Context: an optimization exercise on an open-source flow, tuned for small area, a short achievable clock period and few clock cycles per item. The choices shown serve that exercise and are no tape-out recipe. At most, simulation tests tie the RTL to the original design; equivalence was not proved. Power figures rest on the tool's default switching activity, not on a simulated workload.

== try-willow ==
==> flow/design.v (excerpt) <==
module soc_curve_interp_validate #(
  parameter int NUM_POINTS = 8
) (
  input  logic        clk,
  input  logic        rst,
  input  logic        cfg_wen,
  input  logic        cfg_index,
  input  logic [7:0]  cfg_data,
  input  logic        in_valid,
  output logic        in_ready,
  input  logic [19:0] in_data,
  output logic        out_valid,
  input  logic        out_ready,
  output logic [15:0] out_data
);
Size: roughly 890 cells after synthesis, ~140 flip-flops.
Settings: LEC_CHECK=0, CAP_MARGIN=20, CORE_MARGIN=2, CORE_UTILIZATION=40, CTS_BUF_LIST=sky130_fd_sc_hd__clkbuf_8, CTS_CLUSTER_DIAMETER=150, CTS_CLUSTER_SIZE=50, SETUP_SLACK_MARGIN=5, SLEW_MARGIN=20; clock period 10.0 ns.
standard.sh (not shown) runs the stock make flow with config.mk's settings and CLKGATE_MAP_FILE= SYNTH_SCRIPT=/design/flow/synth_recipe.tcl, a recipe that flattens the netlist after the stock synthesis.
==> flow/flow/run.sh <==
#!/bin/bash
set -euo pipefail
MARGIN=${FLOW_SETUP_MARGIN:-6.6}
export BUFFER_PORTS_ARGS="-buffer_cell sky130_fd_sc_hd__buf_1"
sed "s/SETUP_SLACK_MARGIN=[0-9.]*/SETUP_SLACK_MARGIN=${MARGIN}/" standard.sh > standard_margin.sh
bash standard_margin.sh > standard.log 2>&1
try-willow finished all stages; the layout is clean.
Testbench counts of try-willow, summed over its fixed seeds: cycles 3,376, items 3,200.
### try-willow -> try-xenon
- a change of CORE_UTILIZATION from 40 to 50
- an added ABC_AREA of 1
- an added GPL_ROUTABILITY_DRIVEN of 0
[summary]
Every stage of the flow completed for try-xenon, and the final layout passed the timing, design-rule and antenna checks.
Number of standard-cell rows in the floorplan in try-xenon vs try-willow: down 11%
In terms of final-layout worst hold slack, try-willow and try-xenon differ only marginally.
try-willow ended up with sky130_fd_sc_hd__edfxtp_1 as its most common library cell in the layout ignoring fill and taps; try-xenon ended up with sky130_fd_sc_hd__nand2_1.
Per the comparison of try-xenon with try-willow, cell area lost 5.2%, total power neither gained nor lost much, die area lost 21%, die height lost 11%.
For try-willow, the combinational family with the most area after synthesis was compound AO/OA/AOI/OAI gates, unlike try-xenon, where it was simple AND/OR/NAND/NOR gates.
For try-raven, these inputs were changed with respect to try-xenon:
- GPL_ROUTABILITY_DRIVEN removed (was 0)
- CORE_UTILIZATION changed from 50 to 40
### Flow results
Between try-raven and try-xenon, the difference in post-detailed-route wirelength per cell is negligible. Final cell count was higher in the run labelled try-raven. From try-xenon to try-raven the numbers moved as follows: share of total power in the clock network increased 2.3 points; number of global-route vias before repair increased about 1.4%; shortest period the worst path allows decreased 29 ps; relative area of non-clock buffer cells in the final design decreased 0.58 points. try-raven: done, clean on timing, DRC and antenna. Going from try-xenon to try-raven, final layout net count went down by about 0.6%, critical path depth saw a decrease.


Another version of the RTL of soc_curve_interp_validate (not shown whole).
For scale: about 980 cells after synthesis, about 140 flip-flops, roughly 52 I/O pins, ~8200 µm² of cells after synthesis.
## soc_curve_interp_validate
module soc_curve_interp_validate #(
  parameter int NUM_POINTS = 8
) (
  input  logic        clk,
  input  logic        rst,
  input  logic        cfg_wen,
  input  logic        cfg_index,
  input  logic [7:0]  cfg_data,
  input  logic        in_valid,
  output logic        in_ready,
  input  logic [19:0] in_data,
  output logic        out_valid,
  input  logic        out_ready,
  output logic [15:0] out_data
);
  logic [7:0] ve;
  logic [6:0] mt;
  logic       busy;
  always_ff @(posedge clk) begin
    if (rst) begin
      ve <= 8'd53;
      mt <= 7'd5;
    end else begin
      if (cfg_wen && cfg_index) mt <= cfg_data[6:0];
      if (cfg_wen && !cfg_index) ve <= cfg_data;
      else if (busy && eseg != 3'd5) ve <= {ve[1:0], ve[7:2]};
    end
  end
  logic [2:0]  eseg;    
  logic [1:0]  ebit;
  logic [13:0] acc;
  logic [1:0]  vbits;
  logic [15:0] mk;      
  logic [15:0] acc_sum;
  logic [13:0] acc_next;
  logic [4:0]  t1;
  logic [5:0]  t2;
  logic [6:0]  t3;
  logic [6:0]  t4;
  logic [5:0]  t5;
  assign vbits = ve[1:0];
  ...
Settings: LEC_CHECK=0, ABC_AREA=1, CAP_MARGIN=20, CORE_MARGIN=2, CORE_UTILIZATION=50, CTS_BUF_LIST=sky130_fd_sc_hd__clkbuf_8, CTS_CLUSTER_DIAMETER=150, CTS_CLUSTER_SIZE=50, SETUP_SLACK_MARGIN=5, SLEW_MARGIN=20; clock period 10.0 ns.
==> flow/flow/run.sh <==
#!/bin/bash
set -euo pipefail
MARGIN=${FLOW_SETUP_MARGIN:-6.7}
export BUFFER_PORTS_ARGS="-buffer_cell sky130_fd_sc_hd__buf_1"
sed "s/SETUP_SLACK_MARGIN=[0-9.]*/SETUP_SLACK_MARGIN=${MARGIN}/" standard.sh > standard_margin.sh
bash standard_margin.sh > standard.log 2>&1
The first run passed the timing, design-rule and antenna checks.
==> next run, changes <==
==> flow/flow/run.sh (replaced) <==
#!/bin/bash
set -euo pipefail
MARGIN=${FLOW_SETUP_MARGIN:-7.2}
export BUFFER_PORTS_ARGS="-buffer_cell sky130_fd_sc_hd__buf_1"
sed "s/SETUP_SLACK_MARGIN=[0-9.]*/SETUP_SLACK_MARGIN=${MARGIN}/" standard.sh > standard_margin.sh
bash standard_margin.sh > standard.log 2>&1
Settings changed: TNS_END_PERCENT set to 0.
Result: The changed run completed without violations. Global-route usage grows by 0.88 points. Routed wire length is higher by 5.4%. Sequential share of layout area fell by 1.1 points. Die area does not change. Count of clock-buffer cells in the layout does not change. Setup slack improves by 31 ps. Design area grows by 2.8%. Fmax rose by 1.0%. Power is about the same. Final cell count climbs by 1.8%.
==> next run, changes <==
==> flow/flow/run.sh (replaced) <==
#!/bin/bash
set -euo pipefail
MARGIN=${FLOW_SETUP_MARGIN:-6.9}
export BUFFER_PORTS_ARGS="-buffer_cell sky130_fd_sc_hd__buf_1"
sed "s/SETUP_SLACK_MARGIN=[0-9.]*/SETUP_SLACK_MARGIN=${MARGIN}/" standard.sh > standard_margin.sh
bash standard_margin.sh > standard.log 2>&1
Result: Final area went down by a few percent. Utilization went down by 2.0 points. Worst hold slack gets worse by 5.2 ps. Global-route usage went down by 0.85 points.
No run of this note included a check of the RTL's function; only the layout flow was run.


run 1:
RTL: one of the versions met above, not the one the previous note started from.
For scale: ~990 cells after synthesis, ~140 flip-flops, roughly 52 I/O pins, about 8400 um^2 of cells after synthesis.
==> flow/config.mk <==
export PLATFORM = sky130hd
export DESIGN_NAME = soc_curve_interp_validate
export DESIGN_NICKNAME = soc_curve_interp_validate
export VERILOG_FILES = /design/flow/design.v
export SDC_FILE = /design/flow/constraint.sdc
export NUM_CORES = 4
export LEC_CHECK = 0
export ABC_AREA = 1
export CAP_MARGIN = 20
export CORE_MARGIN = 2
export CORE_UTILIZATION = 50
export CTS_BUF_LIST = sky130_fd_sc_hd__clkbuf_8
export CTS_CLUSTER_DIAMETER = 150
export CTS_CLUSTER_SIZE = 50
export SETUP_SLACK_MARGIN = 5
export SLEW_MARGIN = 20
==> flow/constraint.sdc <==
create_clock -name core_clock -period 10.0 [get_ports {clk}]
set_input_delay 2.0000 -clock core_clock [delete_from_list [all_inputs] [get_ports {clk}]]
set_output_delay 2.0000 -clock core_clock [all_outputs]
set_load 0.01 [all_outputs]
==> flow/flow/run.sh <==
#!/bin/bash
set -euo pipefail
MARGIN=${FLOW_SETUP_MARGIN:-6.3}
export BUFFER_PORTS_ARGS="-buffer_cell sky130_fd_sc_hd__buf_1"
sed "s/SETUP_SLACK_MARGIN=[0-9.]*/SETUP_SLACK_MARGIN=${MARGIN}/" standard.sh > standard_margin.sh
bash standard_margin.sh > standard.log 2>&1
Testbench counts of run 1, summed over its fixed seeds: cycles 3,376, items 3,200.
[inputs] run 2 vs run 1
Settings: TNS_END_PERCENT: unset -> 10.
--- a/flow/flow/run.sh
+++ b/flow/flow/run.sh
@@ -2,3 +2,3 @@
 set -euo pipefail
-MARGIN=${FLOW_SETUP_MARGIN:-6.3}
+MARGIN=${FLOW_SETUP_MARGIN:-6.7}
 export BUFFER_PORTS_ARGS="-buffer_cell sky130_fd_sc_hd__buf_1"
==> summary.txt <==
- Run 2 ran to completion and came out clean on the timing, design-rule and antenna checks.
- Run 1 → run 2: time the final worst path needs with I/O delays and setup fell 220 ps, maximum achievable frequency increased by about 7% relative to the old numbers, cell area after layout moved up.
- Changes observed in run 2 relative to run 1: final cell count shows an increase of about 0.9%; total power saw an increase.
The following lists how run 3 was set up differently from run 2:
Settings: a deleted TNS_END_PERCENT that had been 10.
--- a/flow/flow/run.sh
+++ b/flow/flow/run.sh
@@ -2,3 +2,3 @@
 set -euo pipefail
-MARGIN=${FLOW_SETUP_MARGIN:-6.7}
+MARGIN=${FLOW_SETUP_MARGIN:-6.9}
 export BUFFER_PORTS_ARGS="-buffer_cell sky130_fd_sc_hd__buf_1"
Findings:
Between run 2 and run 3, the flow reports final net count increasing by a few percent.
Diff run 3..run 2 | via count of the first global-routing pass | negligible
Delta (run 3 minus run 2): post-route total power now larger, cell count now larger, share of synthesized flip-flops with an asynchronous set or reset comparable.
Comparing run 2 and run 3, the higher number of filler cells placed in the layout is on run 2.
Run 3 vs run 2 on register-to-register slack: run 3 is the higher one.
On minimum clock period: between run 2 and run 3, it ends up higher for run 2.
Summary — fraction of area in registers, run 3 relative to run 2: lower, by 1.7 points.
Input changes introduced in run 4 (baseline for comparison: run 3):
Settings: setting PLACE_DENSITY to 0.75 for the first time.
--- a/flow/flow/run.sh
+++ b/flow/flow/run.sh
@@ -2,3 +2,3 @@
 set -euo pipefail
-MARGIN=${FLOW_SETUP_MARGIN:-6.9}
+MARGIN=${FLOW_SETUP_MARGIN:-6.6}
 export BUFFER_PORTS_ARGS="-buffer_cell sky130_fd_sc_hd__buf_1"
Results
Run 4 went all the way through the flow, and no timing, DRC or antenna check failed.
Compared with run 3, run 4 shows a higher first-iteration DRC count.
Going from run 3 to run 4, total power after layout shrank by a few percent.
The total area of sequential cells was comparable across run 4 and run 3.
Final worst setup slack down 220 ps in run 4 wrt run 3


soc_curve_interp_validate again, from the RTL that the note above started with.
Design soc_curve_interp_validate, start of the top module:
module soc_curve_interp_validate #(
  parameter int NUM_POINTS = 8
) (
  input  logic        clk,
  input  logic        rst,
  input  logic        cfg_wen,
  input  logic        cfg_index,
  input  logic [7:0]  cfg_data,
  input  logic        in_valid,
  output logic        in_ready,
  input  logic [19:0] in_data,
  output logic        out_valid,
  input  logic        out_ready,
  output logic [15:0] out_data
);
==> flow/config.mk <==
export PLATFORM = sky130hd
export DESIGN_NAME = soc_curve_interp_validate
export DESIGN_NICKNAME = soc_curve_interp_validate
export VERILOG_FILES = /design/flow/design.v
export SDC_FILE = /design/flow/constraint.sdc
export NUM_CORES = 4
export LEC_CHECK = 0
export ABC_AREA = 1
export CAP_MARGIN = 0
export CORE_MARGIN = 2
export CORE_UTILIZATION = 50
export CTS_BUF_LIST = sky130_fd_sc_hd__clkbuf_8
export CTS_CLUSTER_DIAMETER = 150
export CTS_CLUSTER_SIZE = 50
export SETUP_SLACK_MARGIN = 5
export SLEW_MARGIN = 0
==> flow/constraint.sdc <==
create_clock -name core_clock -period 10.0 [get_ports {clk}]
set_input_delay 2.0000 -clock core_clock [delete_from_list [all_inputs] [get_ports {clk}]]
set_output_delay 2.0000 -clock core_clock [all_outputs]
set_load 0.01 [all_outputs]
==> flow/flow/run.sh <==
#!/bin/bash
set -euo pipefail
MARGIN=${FLOW_SETUP_MARGIN:-6.7}
export BUFFER_PORTS_ARGS="-buffer_cell sky130_fd_sc_hd__buf_1"
sed "s/SETUP_SLACK_MARGIN=[0-9.]*/SETUP_SLACK_MARGIN=${MARGIN}/" standard.sh > standard_margin.sh
bash standard_margin.sh > standard.log 2>&1
The starting point completed without violations.
Testbench counts at the start, summed over its fixed seeds: cycles 3,376, items 3,200.
Then changed:
--- a/flow/flow/run.sh
+++ b/flow/flow/run.sh
@@ -2,3 +2,3 @@
 set -euo pipefail
-MARGIN=${FLOW_SETUP_MARGIN:-6.7}
+MARGIN=${FLOW_SETUP_MARGIN:-6.6}
 export BUFFER_PORTS_ARGS="-buffer_cell sky130_fd_sc_hd__buf_1"
CAP_MARGIN = 20   (was 0)
SLEW_MARGIN = 20   (was 0)
=> Clock-buffer cell count does not change; routed wire length is lower by 0.42%; sequential cell count is unchanged; via count fell by 1.0%; die area stays the same.
Then changed:
--- a/flow/flow/run.sh
+++ b/flow/flow/run.sh
@@ -2,3 +2,3 @@
 set -euo pipefail
-MARGIN=${FLOW_SETUP_MARGIN:-6.6}
+MARGIN=${FLOW_SETUP_MARGIN:-6.7}
 export BUFFER_PORTS_ARGS="-buffer_cell sky130_fd_sc_hd__buf_1"
=> The new run passed the timing, design-rule and antenna checks. Combinational power is higher by about 2%. Hold slack stays flat. Routed wire length is higher by 0.60%. Critical path depth is lower by 1. Global-route usage stays flat. Total power is higher by 0.44%. Via count is higher by 1.0%.
Then changed:
--- a/flow/flow/run.sh
+++ b/flow/flow/run.sh
@@ -2,3 +2,3 @@
 set -euo pipefail
-MARGIN=${FLOW_SETUP_MARGIN:-6.7}
+MARGIN=${FLOW_SETUP_MARGIN:-6.6}
 export BUFFER_PORTS_ARGS="-buffer_cell sky130_fd_sc_hd__buf_1"
CORE_UTILIZATION = 58   (was 50)
After rerunning:
- sequential share of layout area is higher by 0.37 points
- die area decreases by 13%
- maximum frequency goes down by 1.5%
- combinational power shrinks by about 2%
- global-route usage grows by 1.5 points
- routed wire length falls by 4.0%
- synthesized cell count stays the same
Then changed:
--- a/flow/flow/run.sh
+++ b/flow/flow/run.sh
@@ -2,3 +2,3 @@
 set -euo pipefail
-MARGIN=${FLOW_SETUP_MARGIN:-6.6}
+MARGIN=${FLOW_SETUP_MARGIN:-6.7}
 export BUFFER_PORTS_ARGS="-buffer_cell sky130_fd_sc_hd__buf_1"
CORE_UTILIZATION = 50   (was 58)
TNS_END_PERCENT = 0   (was default)
Global-route usage falls by 1.5 points.
Cell area is about the same.
Routed wire length rises by 3.8%.
Count of clock-buffer cells in the layout falls by 1.
Clock skew rises by 0.0042 ns.
Total power falls by 0.30%.
Clock power stays flat.
Synthesized cell count is unchanged.
Critical path depth is unchanged.
Then changed:
--- a/flow/flow/run.sh
+++ b/flow/flow/run.sh
@@ -2,3 +2,3 @@
 set -euo pipefail
-MARGIN=${FLOW_SETUP_MARGIN:-6.7}
+MARGIN=${FLOW_SETUP_MARGIN:-7.0}
 export BUFFER_PORTS_ARGS="-buffer_cell sky130_fd_sc_hd__buf_1"
CORE_UTILIZATION = 40   (was 50)
TNS_END_PERCENT = default   (was 0)
The changed run finished with timing, DRC and antenna clean.
Via count goes up by 6.7%.
Worst setup slack improves by 0.19 ns.
Routed wire length came out higher by 8.8%.
Utilization fell by 7.4 points.
Global-route usage falls by 4.3 points.
Sequential power shrinks by about 0.5%.
Die area rises by 24%.
Cell area came out higher by 9.2%.
Count of clock-buffer cells in the layout stays the same.


Another version of the RTL of soc_curve_interp_validate (not shown whole).
For scale: about 52 I/O pins, ~6600 um^2 of cells after synthesis.
// soc_curve_interp_validate
module soc_curve_interp_validate #(
  parameter int NUM_POINTS = 8
) (
  input  logic        clk,
  input  logic        rst,
  input  logic        cfg_wen,
  input  logic        cfg_index,
  input  logic [7:0]  cfg_data,
  input  logic        in_valid,
  output logic        in_ready,
  input  logic [19:0] in_data,
  output logic        out_valid,
  input  logic        out_ready,
  output logic [15:0] out_data
);
Settings: LEC_CHECK=0, ABC_AREA=1, CAP_MARGIN=20, CORE_MARGIN=2, CORE_UTILIZATION=40, SETUP_SLACK_MARGIN=5, SLEW_MARGIN=20; clock period 10.0 ns.
run.sh (not shown) runs the stock make flow with config.mk's settings and CLKGATE_MAP_FILE= SYNTH_SCRIPT=/design/flow/synth_recipe.tcl, a recipe that flattens the netlist after the stock synthesis.
Stock flow here: none of the scripts above is used.
The baseline ran to the end with no violations.
Testbench counts at the start, summed over its fixed seeds: cycles 3,352, items 3,200.
Then changed:
SETUP_SLACK_MARGIN = default   (was 5)
Effect: Die area stays the same. Synthesized area stays the same. Register-to-register slack degrades by 0.39 ns.

==> port drivers added, routing unchanged <==
The results above use ideal ports. As a check the final layouts listed here were re-extracted and re-timed, cells and wires unchanged.
Step 1 assumes that a clkbuf_16 drives the clock port and a buf_2 every other input.
Step 2, shift: input delay + t, output delay - t, t = (earliest + latest rising clock arrival at the registers) / 2. This alone moves slack from input paths to output paths.
Three values: ideal, step 1, step 2; two values: the first two.
run | shift t [ns] | setup slack, ns | worst slew at a driven data input, ns
try-willow | 0.499 | 6.597 / 6.597 / 6.403 | 0.03
try-xenon | 0.486 | 6.756 / 6.756 / 6.410 | 0.04
try-raven | 0.484 | 6.785 / 6.785 / 6.463 | 0.04
the first run of note 2 | 0.484 | 6.842 / 6.842 / 6.559 | 0.04
the second run of note 2 | 0.489 | 6.874 / 6.874 / 6.648 | 0.03
the third run of note 2 | 0.484 | 6.799 / 6.799 / 6.378 | 0.04
run 1 | 0.493 | 6.628 / 6.628 / 6.441 | 0.04
run 2 | 0.488 | 6.849 / 6.849 / 6.427 | 0.04
run 3 | 0.484 | 6.967 / 6.967 / 6.648 | 0.03
run 4 | 0.489 | 6.743 / 6.743 / 6.518 | 0.04
the first run of note 4 | 0.483 | 6.879 / 6.879 / 6.641 | 0.04
the second run of note 4 | 0.489 | 6.860 / 6.860 / 6.438 | 0.04
the third run of note 4 | 0.490 | 6.911 / 6.911 / 6.643 | 0.04
the fourth run of note 4 | 0.489 | 6.865 / 6.865 / 6.465 | 0.03
the fifth run of note 4 | 0.492 | 6.807 / 6.807 / 6.461 | 0.04
the sixth run of note 4 | 0.494 | 6.993 / 6.990 / 6.706 | 0.04
the first run of note 5 | 0.377 | 4.564 / 4.519 / 4.896 | 0.05
the second run of note 5 | 0.383 | 3.726 / 3.681 / 4.064 | 0.05
After both steps setup and hold are still met in every run listed.
